From an optimization exercise on the open Yosys and OpenROAD flow, aimed at small area; shortcuts taken in it are not production practice. In this exercise RTL edits were held to simulation tests only and were not proved equivalent to the original. No activity file was given, so power comes from the tool's default toggle rates.

==> inputs of run K <==
==> flow/design.v <==
module oneshot_scoreboard #(
  parameter int unsigned NUM_CLASSES = 26,
  parameter int unsigned CNT_W       = 16,
  parameter int unsigned LBL_DEPTH   = 4
) (
  input  logic                 clk,
  input  logic                 nrst,
  input  logic                 en,
  input  logic                 start_scoring,
  input  logic                 label_valid,
  input  logic [4:0]           label_class,
  output logic                 label_ready,
  input  logic                 checking_inference,
  input  logic [4:0]           class_inference,
  input  logic                 testing_dataset_finished,
  input  logic [4:0]           class_rd_sel,
  output logic [CNT_W-1:0]     class_rd_total,
  output logic [CNT_W-1:0]     class_rd_correct,
  output logic [CNT_W-1:0]     total_count,
  output logic [CNT_W-1:0]     correct_count,
  output logic [2:0]           err_flags,
  output logic                 scoring_active,
  output logic                 scoring_done
);
  localparam int unsigned CLS_W  = 5;
  localparam int unsigned PTR_W  = 2;   
  localparam int unsigned FCNT_W = 3;
  logic active, done;
  assign scoring_active = active;
  assign scoring_done   = done;
  logic [CLS_W-1:0]  fifo_q [1:LBL_DEPTH-1];
  logic [3:0]        head_hi_n;
  logic [7:0]        head_lo_n;
  logic [FCNT_W-1:0] fifo_count, fifo_count_after, fifo_count_next;
  logic [PTR_W-1:0]  wr_pos;
  logic label_ready_q;
  assign label_ready = label_ready_q;
  logic clear, act_ev, push_req, push_ok, range_err;
  logic infer, pop_ok, miss, hit, finish, extra;
  logic active_next, done_next;
  function automatic logic [CNT_W-1:0] sat_inc(input logic [CNT_W-1:0] v);
    sat_inc = (v == {CNT_W{1'b1}}) ? v : v + CNT_W'(1);
  endfunction
  assign clear  = en & start_scoring;
  assign act_ev = en & ~start_scoring & active;
  assign push_req  = act_ev & label_valid & label_ready_q;
  assign push_ok   = push_req & (label_class < CLS_W'(NUM_CLASSES));
  assign range_err = push_req & ~push_ok;
  assign infer  = act_ev & checking_inference;
  assign pop_ok = infer & (fifo_count != '0);
  assign miss   = infer & (fifo_count == '0);
  assign hit    = pop_ok & ~head_hi_n[class_inference[4:3]] & ~head_lo_n[class_inference[2:0]];
  assign fifo_count_after = fifo_count + FCNT_W'(push_ok) - FCNT_W'(pop_ok);
  assign finish           = act_ev & testing_dataset_finished;
  assign extra            = finish & (fifo_count_after != '0);
  always_comb begin
    if (!en)                 fifo_count_next = fifo_count;
    else if (clear | finish) fifo_count_next = '0;
    else                     fifo_count_next = fifo_count_after;
  end
  assign active_next = en ? (start_scoring | (active & ~testing_dataset_finished)) : active;
  assign done_next   = en ? (~start_scoring & (done | (active & testing_dataset_finished))) : done;
  always_ff @(posedge clk) begin
    if (!nrst) begin
      label_ready_q <= 1'b0;
      active        <= 1'b0;
      done          <= 1'b0;
    end else begin
      label_ready_q <= active_next && (fifo_count_next < FCNT_W'(LBL_DEPTH));
      active        <= active_next;
      done          <= done_next;
    end
  end
  always_ff @(posedge clk) begin
    if (!nrst)   fifo_count <= '0;
    else if (en) fifo_count <= fifo_count_next;
  end
  assign wr_pos = PTR_W'(fifo_count - FCNT_W'(pop_ok));
  logic [LBL_DEPTH-1:1] e_load, e_shift, e_hold;
  logic [CLS_W-1:0]     e_next [1:LBL_DEPTH-1];
  always_comb begin
    for (int unsigned i = 1; i < LBL_DEPTH; i++) begin
      e_load[i]  = push_ok & (wr_pos == PTR_W'(i));
      e_shift[i] = pop_ok & ~e_load[i] & (i < LBL_DEPTH - 1);
      e_hold[i]  = ~(e_load[i] | e_shift[i]);
    end
  end
  for (genvar i = 1; i < LBL_DEPTH; i++) begin : g_ent
    for (genvar b = 0; b < CLS_W; b++) begin : g_b
      if (i < LBL_DEPTH - 1) begin : g_mid
        oneshot_scoreboard_ao222 u (
          .a1(e_load[i]), .a2(label_class[b]), .b1(e_shift[i]), .b2(fifo_q[i+1][b]),
          .c1(e_hold[i]), .c2(fifo_q[i][b]), .y(e_next[i][b]));
      end else begin : g_last
        oneshot_scoreboard_ao22 u (
          .a1(e_load[i]), .a2(label_class[b]), .b1(e_hold[i]), .b2(fifo_q[i][b]),
          .y(e_next[i][b]));
      end
    end
  end
  always_ff @(posedge clk) begin
    for (int unsigned i = 1; i < LBL_DEPTH; i++) fifo_q[i] <= e_next[i];
  end
  logic       h_load, h_shift, h_hold;
  logic [3:0] lbl_hi_n, nxt_hi_n, nhd_hi_n;
  logic [7:0] lbl_lo_n, nxt_lo_n, nhd_lo_n;
  assign h_load  = push_ok & (wr_pos == '0);
  assign h_shift = pop_ok & ~h_load;
  assign h_hold  = ~(h_load | pop_ok);
  always_comb begin
    for (int unsigned j = 0; j < 4; j++) begin
      lbl_hi_n[j] = ~(label_class[4:3] == 2'(j));
      nxt_hi_n[j] = ~(fifo_q[1][4:3] == 2'(j));
    end
    for (int unsigned j = 0; j < 8; j++) begin
      lbl_lo_n[j] = ~(label_class[2:0] == 3'(j));
      nxt_lo_n[j] = ~(fifo_q[1][2:0] == 3'(j));
    end
  end
  for (genvar j = 0; j < 4; j++) begin : g_hd_hi
    oneshot_scoreboard_ao222 u (
      .a1(h_load), .a2(lbl_hi_n[j]), .b1(h_shift), .b2(nxt_hi_n[j]),
      .c1(h_hold), .c2(head_hi_n[j]), .y(nhd_hi_n[j]));
  end
  for (genvar j = 0; j < 8; j++) begin : g_hd_lo
    oneshot_scoreboard_ao222 u (
      .a1(h_load), .a2(lbl_lo_n[j]), .b1(h_shift), .b2(nxt_lo_n[j]),
      .c1(h_hold), .c2(head_lo_n[j]), .y(nhd_lo_n[j]));
  end
  always_ff @(posedge clk) begin
    head_hi_n <= nhd_hi_n;
    head_lo_n <= nhd_lo_n;
  end
  always_ff @(posedge clk) begin
    if (!nrst) begin
      total_count   <= '0;
      correct_count <= '0;
      err_flags     <= '0;
    end else if (en) begin
      if (clear) begin
        total_count   <= '0;
        correct_count <= '0;
        err_flags     <= '0;
      end else begin
        if (infer) total_count   <= sat_inc(total_count);
        if (hit)   correct_count <= sat_inc(correct_count);
        err_flags <= err_flags | {extra, range_err, miss};
      end
    end
  end
  logic [CNT_W-1:0]       cls_total   [NUM_CLASSES];
  logic [CNT_W-1:0]       cls_correct [NUM_CLASSES];
  logic [CNT_W-1:0]       nxt_total   [NUM_CLASSES];
  logic [CNT_W-1:0]       nxt_correct [NUM_CLASSES];
  logic [NUM_CLASSES-1:0] head_dec, rd_dec;
  logic [NUM_CLASSES-1:0] ld_cls, keep_cls;
  logic [CNT_W-1:0]       rd_total_c, rd_correct_c;
  logic                   rd_load, rd_keep;
  assign rd_load = nrst & en;
  assign rd_keep = nrst & ~en;
  logic [CNT_W-1:0]       head_total, head_correct;
  logic                   wipe;
  logic [CNT_W-1:0]       bus_total, bus_correct;
  always_comb begin
    for (int unsigned c = 0; c < NUM_CLASSES; c++) begin
      head_dec[c] = ~(head_hi_n[c / 8] | head_lo_n[c % 8]);
      rd_dec[c]   = rd_load & (class_rd_sel == CLS_W'(c));
    end
  end
  for (genvar i = 0; i < CNT_W; i++) begin : g_bit
    logic [NUM_CLASSES-1:0] t_col, c_col;
    for (genvar c = 0; c < NUM_CLASSES; c++) begin : g_col
      assign t_col[c] = cls_total[c][i];
      assign c_col[c] = cls_correct[c][i];
    end
    logic [2:0] ht_part, hc_part;
    oneshot_scoreboard_mux26p u_ht (.sel(head_dec), .d(t_col), .p(ht_part));
    oneshot_scoreboard_mux26p u_hc (.sel(head_dec), .d(c_col), .p(hc_part));
    assign head_total[i]   = |ht_part;
    assign head_correct[i] = |hc_part;
    oneshot_scoreboard_mux27 u_rt (
      .sel({rd_keep, rd_dec}), .d({class_rd_total[i], t_col}), .y(rd_total_c[i]));
    oneshot_scoreboard_mux27 u_rc (
      .sel({rd_keep, rd_dec}), .d({class_rd_correct[i], c_col}), .y(rd_correct_c[i]));
  end
  assign wipe        = ~nrst | clear;
  assign bus_total   = wipe ? '0 : sat_inc(head_total);
  assign bus_correct = wipe ? '0 : (hit ? sat_inc(head_correct) : head_correct);
  always_comb begin
    for (int unsigned c = 0; c < NUM_CLASSES; c++) begin
      ld_cls[c]   = wipe | (pop_ok & head_dec[c]);
      keep_cls[c] = ~ld_cls[c];
    end
  end
  for (genvar c = 0; c < NUM_CLASSES; c++) begin : g_cls
    for (genvar i = 0; i < CNT_W; i++) begin : g_bit
      oneshot_scoreboard_ao22 u_t (
        .a1(bus_total[i]), .a2(ld_cls[c]), .b1(cls_total[c][i]), .b2(keep_cls[c]),
        .y(nxt_total[c][i]));
      oneshot_scoreboard_ao22 u_c (
        .a1(bus_correct[i]), .a2(ld_cls[c]), .b1(cls_correct[c][i]), .b2(keep_cls[c]),
        .y(nxt_correct[c][i]));
    end
  end
  always_ff @(posedge clk) begin
    for (int unsigned c = 0; c < NUM_CLASSES; c++) begin
      cls_total[c]   <= nxt_total[c];
      cls_correct[c] <= nxt_correct[c];
    end
  end
  always_ff @(posedge clk) begin
    class_rd_total   <= rd_total_c;
    class_rd_correct <= rd_correct_c;
  end
endmodule
module oneshot_scoreboard_mux26p (
  input  logic [25:0] sel,
  input  logic [25:0] d,
  output logic [2:0]  p
);
  logic [7:0] g;
  logic [1:0] t;
  for (genvar k = 0; k < 8; k++) begin : g_aoi
    oneshot_scoreboard_aoi222 u (
      .a1(d[3*k]), .a2(sel[3*k]), .b1(d[3*k+1]), .b2(sel[3*k+1]),
      .c1(d[3*k+2]), .c2(sel[3*k+2]), .y(g[k]));
  end
  oneshot_scoreboard_nand2 u_t0 (.a(d[24]), .b(sel[24]), .y(t[0]));
  oneshot_scoreboard_nand2 u_t1 (.a(d[25]), .b(sel[25]), .y(t[1]));
  oneshot_scoreboard_nand3 u_n0 (.a(g[0]), .b(g[1]), .c(g[2]), .y(p[0]));
  oneshot_scoreboard_nand3 u_n1 (.a(g[3]), .b(g[4]), .c(g[5]), .y(p[1]));
  oneshot_scoreboard_nand4 u_n2 (.a(g[6]), .b(g[7]), .c(t[0]), .d(t[1]), .y(p[2]));
endmodule
module oneshot_scoreboard_ao22 (input logic a1, a2, b1, b2, output logic y);
  assign y = (a1 & a2) | (b1 & b2);
endmodule
module oneshot_scoreboard_nand2 (input logic a, b, output logic y);
  assign y = ~(a & b);
endmodule
module oneshot_scoreboard_mux27 (
  input  logic [26:0] sel,
  input  logic [26:0] d,
  output logic        y
);
  logic [8:0] g;
  logic [2:0] n;
  for (genvar k = 0; k < 9; k++) begin : g_aoi
    oneshot_scoreboard_aoi222 u (
      .a1(d[3*k]), .a2(sel[3*k]), .b1(d[3*k+1]), .b2(sel[3*k+1]),
      .c1(d[3*k+2]), .c2(sel[3*k+2]), .y(g[k]));
  end
  oneshot_scoreboard_nand3 u_n0 (.a(g[0]), .b(g[1]), .c(g[2]), .y(n[0]));
  oneshot_scoreboard_nand3 u_n1 (.a(g[3]), .b(g[4]), .c(g[5]), .y(n[1]));
  oneshot_scoreboard_nand3 u_n2 (.a(g[6]), .b(g[7]), .c(g[8]), .y(n[2]));
  oneshot_scoreboard_or3   u_o  (.a(n[0]), .b(n[1]), .c(n[2]), .y(y));
endmodule
module oneshot_scoreboard_ao222 (input logic a1, a2, b1, b2, c1, c2, output logic y);
  assign y = (a1 & a2) | (b1 & b2) | (c1 & c2);
endmodule
module oneshot_scoreboard_aoi222 (input logic a1, a2, b1, b2, c1, c2, output logic y);
  assign y = ~((a1 & a2) | (b1 & b2) | (c1 & c2));
endmodule
module oneshot_scoreboard_nand3 (input logic a, b, c, output logic y);
  assign y = ~(a & b & c);
endmodule
module oneshot_scoreboard_nand4 (input logic a, b, c, d, output logic y);
  assign y = ~(a & b & c & d);
endmodule
module oneshot_scoreboard_or3 (input logic a, b, c, output logic y);
  assign y = a | b | c;
endmodule
==> flow/flow/run.sh <==
#!/bin/bash
# Own layout flow: the standard flow with the standard synthesis unchanged, except that
# - every port is buffered by a minimum-size buffer (sky130_fd_sc_hd__buf_1) instead of a
#   delay buffer; the resizer still upsizes it where a port drives a large load,
# - the clock tree is built without dummy balancing loads.
# Each step's full output goes to a log file in this folder.
set -uo pipefail
bash standard.sh synth > synth.log 2>&1 || exit 1
bash standard.sh \
  "BUFFER_PORTS_ARGS=-buffer_cell sky130_fd_sc_hd__buf_1" \
  "CTS_ARGS=-sink_clustering_enable -repair_clock_nets -sink_clustering_size 16 -sink_clustering_max_diameter 60 -buf_list sky130_fd_sc_hd__clkbuf_8 -dont_use_dummy_load" \
  finish > layout.log 2>&1 || exit 1
==> flow/standard.sh <==
#!/bin/bash
# synth_recipe.tcl (not shown) runs the flow's synth.tcl, then flattens the netlist and writes it again
# the make line also repeats each setting of config.mk as NAME=value (left out here)
make -C /OpenROAD-flow-scripts/flow DESIGN_CONFIG=/design/flow/config.mk WORK_HOME=/design/flow/orfs CLKGATE_MAP_FILE= SYNTH_SCRIPT=/design/flow/synth_recipe.tcl "${@:-finish}"
==> flow/config.mk <==
export PLATFORM = sky130hd
export DESIGN_NAME = oneshot_scoreboard
export DESIGN_NICKNAME = oneshot_scoreboard
export VERILOG_FILES = /design/flow/design.v
export SDC_FILE = /design/flow/constraint.sdc
export NUM_CORES = 4
export LEC_CHECK = 0
export CAP_MARGIN = 10
export CORE_MARGIN = 2
export CORE_UTILIZATION = 50
export CTS_BUF_LIST = sky130_fd_sc_hd__clkbuf_8
export CTS_CLUSTER_DIAMETER = 60
export CTS_CLUSTER_SIZE = 16
export SETUP_SLACK_MARGIN = 0.1
export SLEW_MARGIN = 10
export SYNTH_HIERARCHICAL = 1
export SYNTH_MINIMUM_KEEP_SIZE = 0
==> flow/constraint.sdc <==
create_clock -name core_clock -period 5.0 [get_ports {clk}]
set_input_delay 1.0000 -clock core_clock [delete_from_list [all_inputs] [get_ports {clk}]]
set_output_delay 1.0000 -clock core_clock [all_outputs]
set_load 0.01 [all_outputs]
==> inputs of run P, as changes to run K <==
--- a/flow/design.v
+++ b/flow/design.v
@@ -185,10 +185,10 @@
   end
   assign wipe        = ~nrst | clear;
-  assign bus_total   = wipe ? '0 : sat_inc(head_total);
-  assign bus_correct = wipe ? '0 : (hit ? sat_inc(head_correct) : head_correct);
+  assign bus_total   = sat_inc(head_total);
+  assign bus_correct = hit ? sat_inc(head_correct) : head_correct;
   always_comb begin
     for (int unsigned c = 0; c < NUM_CLASSES; c++) begin
-      ld_cls[c]   = wipe | (pop_ok & head_dec[c]);
-      keep_cls[c] = ~ld_cls[c];
+      ld_cls[c]   = nrst & pop_ok & head_dec[c];
+      keep_cls[c] = ~wipe & ~(pop_ok & head_dec[c]);
     end
   end
Settings changed: SETUP_SLACK_MARGIN 0.1 to 0.2.
==> out/results.txt <==
Status = timing/DRC/antenna clean
Syn_area_per_cell = 11.33 um2
Sequential power share = 54.7%
Worst hold path startpoint = fifo_q[2][3]
Clock share of power = 23.4%
Critical Path Fanout Max = 26
Grt met1 use = 53.51%
Synth area leaders = dfxtp_1 (51%), a22o_1 (20%), a222oi_1 (16%), nand3_1 (2.6%), nor2_1 (1.2%)
The numbers above come from run K.

==> out/results.txt <==
Pint = 9.072 mW
Sequential power share = 58.4%
Syn_area_per_cell = 11.30 um2
Post-synth top area cell = dfxtp_1
GPL Wtd Cong = 1.005
Status = timing/DRC/antenna clean
Worst hold path startpoint = fifo_q[2][2]
Critical Path Fanout Max = 15
DR pass1 iterations = 15
Synth area leaders = dfxtp_1 (51%), a22o_1 (20%), a222oi_1 (16%), nand3_1 (2.5%), nor2_1 (1.8%)
Met3 usage = 16.75%
The numbers above come from run P.

[port drivers added, routing unchanged]
In the flow no input, the clock included, has a driving cell. The finished layouts below were timed again as built, in two steps. Step 1 assumes that a clkbuf_16 drives the clock port and a buf_2 every other input. Step 2, shift: input delay + t, output delay - t, t = (earliest + latest rising clock arrival at the registers) / 2. This alone moves slack from input paths to output paths. Slacks: ideal / step 1 / step 2; pairs: ideal / step 1.
| run | t (ns) | setup WS [ns] | clock arrival spread, ns | slew at the worst register clock pin (ns) | pins driven straight from the clock port |
|---|---|---|---|---|---|
| run K | 0.762 | 0.247 / 0.247 / 0.247 | 0.073 / 0.073 | 0.11 / 0.11 | 1 |
| run P | 0.768 | 0.271 / 0.271 / 0.271 | 0.067 / 0.066 | 0.11 / 0.11 | 1 |
After both steps setup and hold are still met in every run listed.
